What follows belongs to an exercise in optimizing a design on an open flow for small area, a short achievable clock period and few clock cycles per item; a production flow would make more cautious choices.
Where RTL was checked, it was by simulation tests only, not by an equivalence proof against the original.
Power and IR drop assume default switching activity.

## job 104
==> flow/design.v <==
package ostb_pkg;
    localparam int TIMER_COUNT_DEF = 16;
    localparam int PERIOD_BITS_DEF = 16;
    localparam int CMD_BITS    = 3;
    localparam int INDEX_BITS  = 4;
    localparam int PERIOD_W    = 16;
    localparam int MASK_BITS   = 16;
    localparam int PRESC_BITS  = 8;
    localparam logic [PRESC_BITS-1:0] PRESCALE_RESET = 8'd100;
    typedef enum logic [CMD_BITS-1:0] {
        CMD_TICK       = 3'd0,
        CMD_CONFIGURE  = 3'd1,
        CMD_START      = 3'd2,
        CMD_STOP       = 3'd3,
        CMD_DEINIT     = 3'd4,
        CMD_CLEAR_FLAG = 3'd5,
        CMD_QUERY      = 3'd6,
        CMD_DEINIT_ALL = 3'd7
    } t_cmd;
    typedef enum logic [2:0] {
        S_IDLE,
        S_EXEC,
        S_START_WR,
        S_PASS,
        S_FINISH
    } t_state;
    typedef struct packed {
        logic active;    
        logic expired;   
    } t_step;
endpackage
module ostb_ram #(
    parameter int WIDTH = 16,
    parameter int DEPTH = 16,
    localparam int AW   = (DEPTH > 1) ? $clog2(DEPTH) : 1
) (
    input  logic             i_clk,
    input  logic             i_we,
    input  logic [AW-1:0]    i_waddr,
    input  logic [WIDTH-1:0] i_wdata,
    input  logic [AW-1:0]    i_raddr,
    output logic [WIDTH-1:0] o_rdata
);
    logic [WIDTH-1:0] r_mem [DEPTH];
    logic [WIDTH-1:0] r_rdata;
    always_ff @(posedge i_clk) begin
        if (i_we) begin
            r_mem[i_waddr] <= i_wdata;
        end
        r_rdata <= r_mem[i_raddr];
    end
    assign o_rdata = r_rdata;
endmodule
module ostb_step #(
    parameter int PERIOD_BITS = 16
) (
    input  logic [PERIOD_BITS-1:0] i_period,
    input  logic [PERIOD_BITS-1:0] i_remaining,
    output logic [PERIOD_BITS-1:0] o_remaining,
    output ostb_pkg::t_step        o_res
);
    always_comb begin
        o_res.active  = (i_period != '0) && (i_remaining != '0);
        o_remaining   = i_remaining - PERIOD_BITS'(1);
        o_res.expired = o_res.active && (o_remaining == '0);
    end
endmodule
module one_shot_timer_bank #(
    parameter int TIMER_COUNT = ostb_pkg::TIMER_COUNT_DEF,
    parameter int PERIOD_BITS = ostb_pkg::PERIOD_BITS_DEF
) (
    input  logic                            i_clk,
    input  logic                            i_rst_n,
    input  logic                            i_cfg_we,
    input  logic [ostb_pkg::PRESC_BITS-1:0] i_cfg_wdata,
    input  logic                            i_cmd_valid,
    output logic                            o_cmd_ready,
    input  logic [ostb_pkg::CMD_BITS-1:0]   i_cmd,
    input  logic [ostb_pkg::INDEX_BITS-1:0] i_cmd_index,
    input  logic [ostb_pkg::PERIOD_W-1:0]   i_cmd_period,
    input  logic                            i_cmd_cben,
    output logic                            o_res_valid,
    input  logic                            i_res_ready,
    output logic                            o_res_pass_done,
    output logic [ostb_pkg::MASK_BITS-1:0]  o_res_expired_mask,
    output logic [ostb_pkg::MASK_BITS-1:0]  o_res_fire_mask,
    output logic                            o_res_elapsed
);
    localparam int NT = 16;
    localparam int PB = 16;
    localparam logic [2:0] CMD_TICK       = 3'd0;
    localparam logic [2:0] CMD_CONFIGURE  = 3'd1;
    localparam logic [2:0] CMD_START      = 3'd2;
    localparam logic [2:0] CMD_STOP       = 3'd3;
    localparam logic [2:0] CMD_DEINIT     = 3'd4;
    localparam logic [2:0] CMD_CLEAR_FLAG = 3'd5;
    localparam logic [2:0] CMD_QUERY      = 3'd6;
    localparam logic [2:0] CMD_DEINIT_ALL = 3'd7;
    logic          r_rdy;
    logic [7:0]    r_limit;
    logic [7:0]    r_presc;
    logic          r_pn;        
    logic          n_pn;
    logic [PB-1:0] r_p [NT];
    logic [PB-1:0] r_r [NT];
    logic [NT-1:0] r_pnz;       
    logic [NT-1:0] r_rnz;       
    logic [NT-1:0] r_flag;
    logic [NT-1:0] r_cben;
    logic          r_ov, r_sv;
    logic          r_o_pass, r_o_el;
    logic [NT-1:0] r_o_exp, r_o_fire;
    logic          r_s_pass, r_s_el;
    logic [NT-1:0] r_s_exp;
    logic          acc;
    logic          c_tick, c_cfg, c_start, c_stop, c_deinit, c_clr, c_dall, c_keep;
    logic          pass;
    logic [NT-1:0] sel;
    logic [NT-1:0] active, last, expd, dec;
    logic [PB-1:0] zlo [NT];
    logic [NT-1:0] n_flag, n_pnz, n_rnz;
    logic          elapsed;
    logic          out_free, n_ov, n_sv;
    function automatic logic [PB-1:0] zeros_below(input logic [PB-1:0] v);
        logic [PB-1:0] z;
        z[0] = 1'b1;
        for (int k = 1; k < PB; k++) z[k] = z[k-1] & !v[k-1];
        zeros_below = z;
    endfunction
    assign acc = i_cmd_valid & r_rdy;
    always_comb begin
        c_tick   = acc && (i_cmd == CMD_TICK);
        c_cfg    = acc && (i_cmd == CMD_CONFIGURE);
        c_start  = acc && (i_cmd == CMD_START);
        c_stop   = acc && (i_cmd == CMD_STOP);
        c_deinit = acc && (i_cmd == CMD_DEINIT);
        c_clr    = acc && (i_cmd == CMD_CLEAR_FLAG);
        c_dall   = acc && (i_cmd == CMD_DEINIT_ALL);
        c_keep   = (i_cmd == CMD_TICK) || (i_cmd == CMD_START) ||
                   (i_cmd == CMD_STOP) || (i_cmd == CMD_QUERY);
        pass     = c_tick & r_pn;
        sel      = NT'(1) << i_cmd_index;
    end
    always_comb begin
        for (int t = 0; t < NT; t++) begin
            active[t] = r_pnz[t] & r_rnz[t];
            last[t]   = active[t] & (r_r[t] == PB'(1));
            expd[t]   = pass & last[t];
            zlo[t]    = zeros_below(r_r[t]);
            dec[t]    = pass & active[t];
            n_flag[t] = r_flag[t] | expd[t];
            n_pnz[t]  = r_pnz[t];
            n_rnz[t]  = r_rnz[t] & !expd[t];
            if (sel[t] & c_cfg) begin
                n_pnz[t]  = (i_cmd_period != '0);
                n_flag[t] = 1'b0;
            end
            if (sel[t] & c_start) n_rnz[t] = r_pnz[t];
            if (sel[t] & c_stop)  n_rnz[t] = 1'b0;
            if ((sel[t] & c_deinit) | c_dall) begin
                n_pnz[t]  = 1'b0;
                n_rnz[t]  = 1'b0;
                n_flag[t] = 1'b0;
            end
            if (sel[t] & c_clr) n_flag[t] = 1'b0;
        end
        elapsed = c_keep & (r_flag[i_cmd_index] | (pass & last[i_cmd_index]));
    end
    always_ff @(posedge i_clk) begin
        for (int t = 0; t < NT; t++) begin
            if (sel[t] & c_cfg) begin
                r_p[t]    <= i_cmd_period;
                r_cben[t] <= i_cmd_cben;
            end
            r_r[t] <= (sel[t] & c_start) ? r_p[t] : r_r[t] ^ ({PB{dec[t]}} & zlo[t]);
        end
    end
    always_comb begin
        out_free = !r_ov | i_res_ready;
        n_ov = r_ov;
        n_sv = r_sv;
        if (out_free) begin
            n_ov = r_sv | acc;
            n_sv = r_sv & acc;
        end else if (acc) begin
            n_sv = 1'b1;
        end
    end
    always_ff @(posedge i_clk) begin
        if (out_free) begin
            if (r_sv) begin
                r_o_pass <= r_s_pass;
                r_o_exp  <= r_s_exp;
                r_o_fire <= r_s_exp & r_cben;
                r_o_el   <= r_s_el;
            end else begin
                r_o_pass <= pass;
                r_o_exp  <= expd;
                r_o_fire <= expd & r_cben;
                r_o_el   <= elapsed;
            end
        end
        if (acc & !out_free) begin
            r_s_pass <= pass;
            r_s_exp  <= expd;
            r_s_el   <= elapsed;
        end
    end
    always_comb begin
        if (i_cfg_we)    n_pn = ({1'b0, r_presc} + 9'd1 >= {1'b0, i_cfg_wdata});
        else if (pass)   n_pn = (8'd1 >= r_limit);
        else if (c_tick) n_pn = ({1'b0, r_presc} + 9'd2 >= {1'b0, r_limit});
        else             n_pn = r_pn;
    end
    always_ff @(posedge i_clk) begin
        if (!i_rst_n) begin
            r_rdy   <= 1'b1;
            r_ov    <= 1'b0;
            r_sv    <= 1'b0;
            r_limit <= 8'd100;
            r_presc <= '0;
            r_pn    <= 1'b0;
            r_pnz   <= '0;
            r_rnz   <= '0;
            r_flag  <= '0;
        end else begin
            r_ov    <= n_ov;
            r_sv    <= n_sv;
            r_rdy   <= !(n_ov & n_sv);
            r_pnz   <= n_pnz;
            r_rnz   <= n_rnz;
            r_flag  <= n_flag;
            r_pn    <= n_pn;
            if (i_cfg_we) begin
                r_limit <= i_cfg_wdata;
            end
            if (c_tick) begin
                r_presc <= pass ? 8'd0 : r_presc + 8'd1;
            end
        end
    end
    assign o_cmd_ready        = r_rdy;
    assign o_res_valid        = r_ov;
    assign o_res_pass_done    = r_o_pass;
    assign o_res_expired_mask = r_o_exp;
    assign o_res_fire_mask    = r_o_fire;
    assign o_res_elapsed      = r_o_el;
endmodule
make LEC_CHECK=0 ABC_AREA=1 CAP_MARGIN=20 CORE_MARGIN=2 CORE_UTILIZATION=40 CTS_CLUSTER_DIAMETER=100 CTS_CLUSTER_SIZE=30 PLACE_DENSITY=0.6 SETUP_SLACK_MARGIN=2.9 SLEW_MARGIN=20 finish   # period 5.0 ns
run.sh (not shown) runs the stock make flow with config.mk's settings and CLKGATE_MAP_FILE= SYNTH_SCRIPT=/design/flow/synth_recipe.tcl, a recipe that flattens the netlist after the stock synthesis.
Testbench counts of job 104, summed over its fixed seeds: cycles 4,808, items 4,800.
> inputs changed (job 104 -> job 103)
--- a/flow/design.v
+++ b/flow/design.v
@@ -94,42 +94,40 @@
     localparam logic [2:0] CMD_STOP       = 3'd3;
     localparam logic [2:0] CMD_DEINIT     = 3'd4;
     localparam logic [2:0] CMD_CLEAR_FLAG = 3'd5;
     localparam logic [2:0] CMD_QUERY      = 3'd6;
     localparam logic [2:0] CMD_DEINIT_ALL = 3'd7;
-    logic          r_rdy;
     logic [7:0]    r_limit;
     logic [7:0]    r_presc;
     logic          r_pn;        
     logic          n_pn;
     logic [PB-1:0] r_p [NT];
     logic [PB-1:0] r_r [NT];
     logic [NT-1:0] r_pnz;       
     logic [NT-1:0] r_rnz;       
     logic [NT-1:0] r_flag;
     logic [NT-1:0] r_cben;
-    logic          r_ov, r_sv;
+    logic          r_ov;
     logic          r_o_pass, r_o_el;
     logic [NT-1:0] r_o_exp, r_o_fire;
-    logic          r_s_pass, r_s_el;
-    logic [NT-1:0] r_s_exp;
     logic          acc;
     logic          c_tick, c_cfg, c_start, c_stop, c_deinit, c_clr, c_dall, c_keep;
     logic          pass;
     logic [NT-1:0] sel;
     logic [NT-1:0] active, last, expd, dec;
     logic [PB-1:0] zlo [NT];
     logic [NT-1:0] n_flag, n_pnz, n_rnz;
     logic          elapsed;
-    logic          out_free, n_ov, n_sv;
+    logic          out_free;
     function automatic logic [PB-1:0] zeros_below(input logic [PB-1:0] v);
         logic [PB-1:0] z;
         z[0] = 1'b1;
         for (int k = 1; k < PB; k++) z[k] = z[k-1] & !v[k-1];
         zeros_below = z;
     endfunction
-    assign acc = i_cmd_valid & r_rdy;
+    assign out_free = !r_ov | i_res_ready;
+    assign acc      = i_cmd_valid & out_free;
     always_comb begin
         c_tick   = acc && (i_cmd == CMD_TICK);
         c_cfg    = acc && (i_cmd == CMD_CONFIGURE);
         c_start  = acc && (i_cmd == CMD_START);
         c_stop   = acc && (i_cmd == CMD_STOP);
@@ -173,62 +171,35 @@
                 r_cben[t] <= i_cmd_cben;
             end
             r_r[t] <= (sel[t] & c_start) ? r_p[t] : r_r[t] ^ ({PB{dec[t]}} & zlo[t]);
         end
     end
-    always_comb begin
-        out_free = !r_ov | i_res_ready;
-        n_ov = r_ov;
-        n_sv = r_sv;
+    always_ff @(posedge i_clk) begin
         if (out_free) begin
-            n_ov = r_sv | acc;
-            n_sv = r_sv & acc;
-        end else if (acc) begin
-            n_sv = 1'b1;
-        end
-    end
-    always_ff @(posedge i_clk) begin
-        if (out_free) begin
-            if (r_sv) begin
-                r_o_pass <= r_s_pass;
-                r_o_exp  <= r_s_exp;
-                r_o_fire <= r_s_exp & r_cben;
-                r_o_el   <= r_s_el;
-            end else begin
-                r_o_pass <= pass;
-                r_o_exp  <= expd;
-                r_o_fire <= expd & r_cben;
-                r_o_el   <= elapsed;
-            end
-        end
-        if (acc & !out_free) begin
-            r_s_pass <= pass;
-            r_s_exp  <= expd;
-            r_s_el   <= elapsed;
+            r_o_pass <= pass;
+            r_o_exp  <= expd;
+            r_o_fire <= expd & r_cben;
+            r_o_el   <= elapsed;
         end
     end
     always_comb begin
         if (i_cfg_we)    n_pn = ({1'b0, r_presc} + 9'd1 >= {1'b0, i_cfg_wdata});
         else if (pass)   n_pn = (8'd1 >= r_limit);
         else if (c_tick) n_pn = ({1'b0, r_presc} + 9'd2 >= {1'b0, r_limit});
         else             n_pn = r_pn;
     end
     always_ff @(posedge i_clk) begin
         if (!i_rst_n) begin
-            r_rdy   <= 1'b1;
             r_ov    <= 1'b0;
-            r_sv    <= 1'b0;
             r_limit <= 8'd100;
             r_presc <= '0;
             r_pn    <= 1'b0;
             r_pnz   <= '0;
             r_rnz   <= '0;
             r_flag  <= '0;
         end else begin
-            r_ov    <= n_ov;
-            r_sv    <= n_sv;
-            r_rdy   <= !(n_ov & n_sv);
+            r_ov    <= acc | (r_ov & !i_res_ready);
             r_pnz   <= n_pnz;
             r_rnz   <= n_rnz;
             r_flag  <= n_flag;
             r_pn    <= n_pn;
             if (i_cfg_we) begin
@@ -237,11 +208,11 @@
             if (c_tick) begin
                 r_presc <= pass ? 8'd0 : r_presc + 8'd1;
             end
         end
     end
-    assign o_cmd_ready        = r_rdy;
+    assign o_cmd_ready        = out_free;
     assign o_res_valid        = r_ov;
     assign o_res_pass_done    = r_o_pass;
     assign o_res_expired_mask = r_o_exp;
     assign o_res_fire_mask    = r_o_fire;
     assign o_res_elapsed      = r_o_el;
Job 104 finished end to end and its layout was clean on timing, DRC and antenna. Job 103 | stages: all done | timing, DRC, antenna: all pass. Going from job 104 to job 103, leakage power picked up an extra 4.1%, utilization +3.1 points, power after layout has decreased. Count of clock-buffer cells in the layout (lower): job 104. From job 104 to job 103 the numbers moved as follows: post-layout minimum cycle time +0.15 ns; multi-input combinational cell area higher; worst slack at placement down 0.12 ns; tightest slew margin relative to the limit grew by 23 points. Total internal power in job 103 vs job 104: down 3.0%. Summary: first-iteration DRC count, job 103 better than job 104. Re non-clock buffer count: job 103 and job 104 aren't equal, and the lower value belongs to job 104. Job 104 ended up with register to primary output as its path type of the worst setup path; job 103 ended up with primary input to primary output. On combinational power, job 103 tracks job 104 almost exactly. In the reports for job 103 and job 104, the smaller first-pass detailed-route iteration total belongs to job 104. Wire length of the first global-routing pass shrinks slightly when moving from job 104 to job 103.
Function not checked in job 103: the RTL went through the layout flow alone.

[re-timing with driven ports]
Ports are ideal in the flow. The routed layouts listed here were re-timed in OpenROAD.
Step 1 assumes that a clkbuf_16 drives the clock port and a buf_2 every other input.
Step 2 adds t to the input delays and takes it off the output delays; t is the mean of the earliest and latest rising clock arrival at the registers after step 1. Input paths then give back, and output paths get back, about the clock's delay inside the block.
Three values: no drivers, after step 1, after step 2; two values: the first two.
run | t (ns) | setup slack, ns | latest minus earliest clock arrival (ns) | slew at the worst register clock pin (ns) | cell pins on the clock port's net
job 104 | 0.681 | 2.800 / 2.733 / 2.181 | 0.026 / 0.027 | 0.12 / 0.12 | 1
job 103 | 0.665 | 2.650 / 2.610 / 2.034 | 0.041 / 0.042 | 0.12 / 0.12 | 1
After both steps setup and hold are still met in every run listed. For job 104, which loses most, drivers alone change the setup slack by -0.067 ns; drivers and shift together by -0.619 ns.
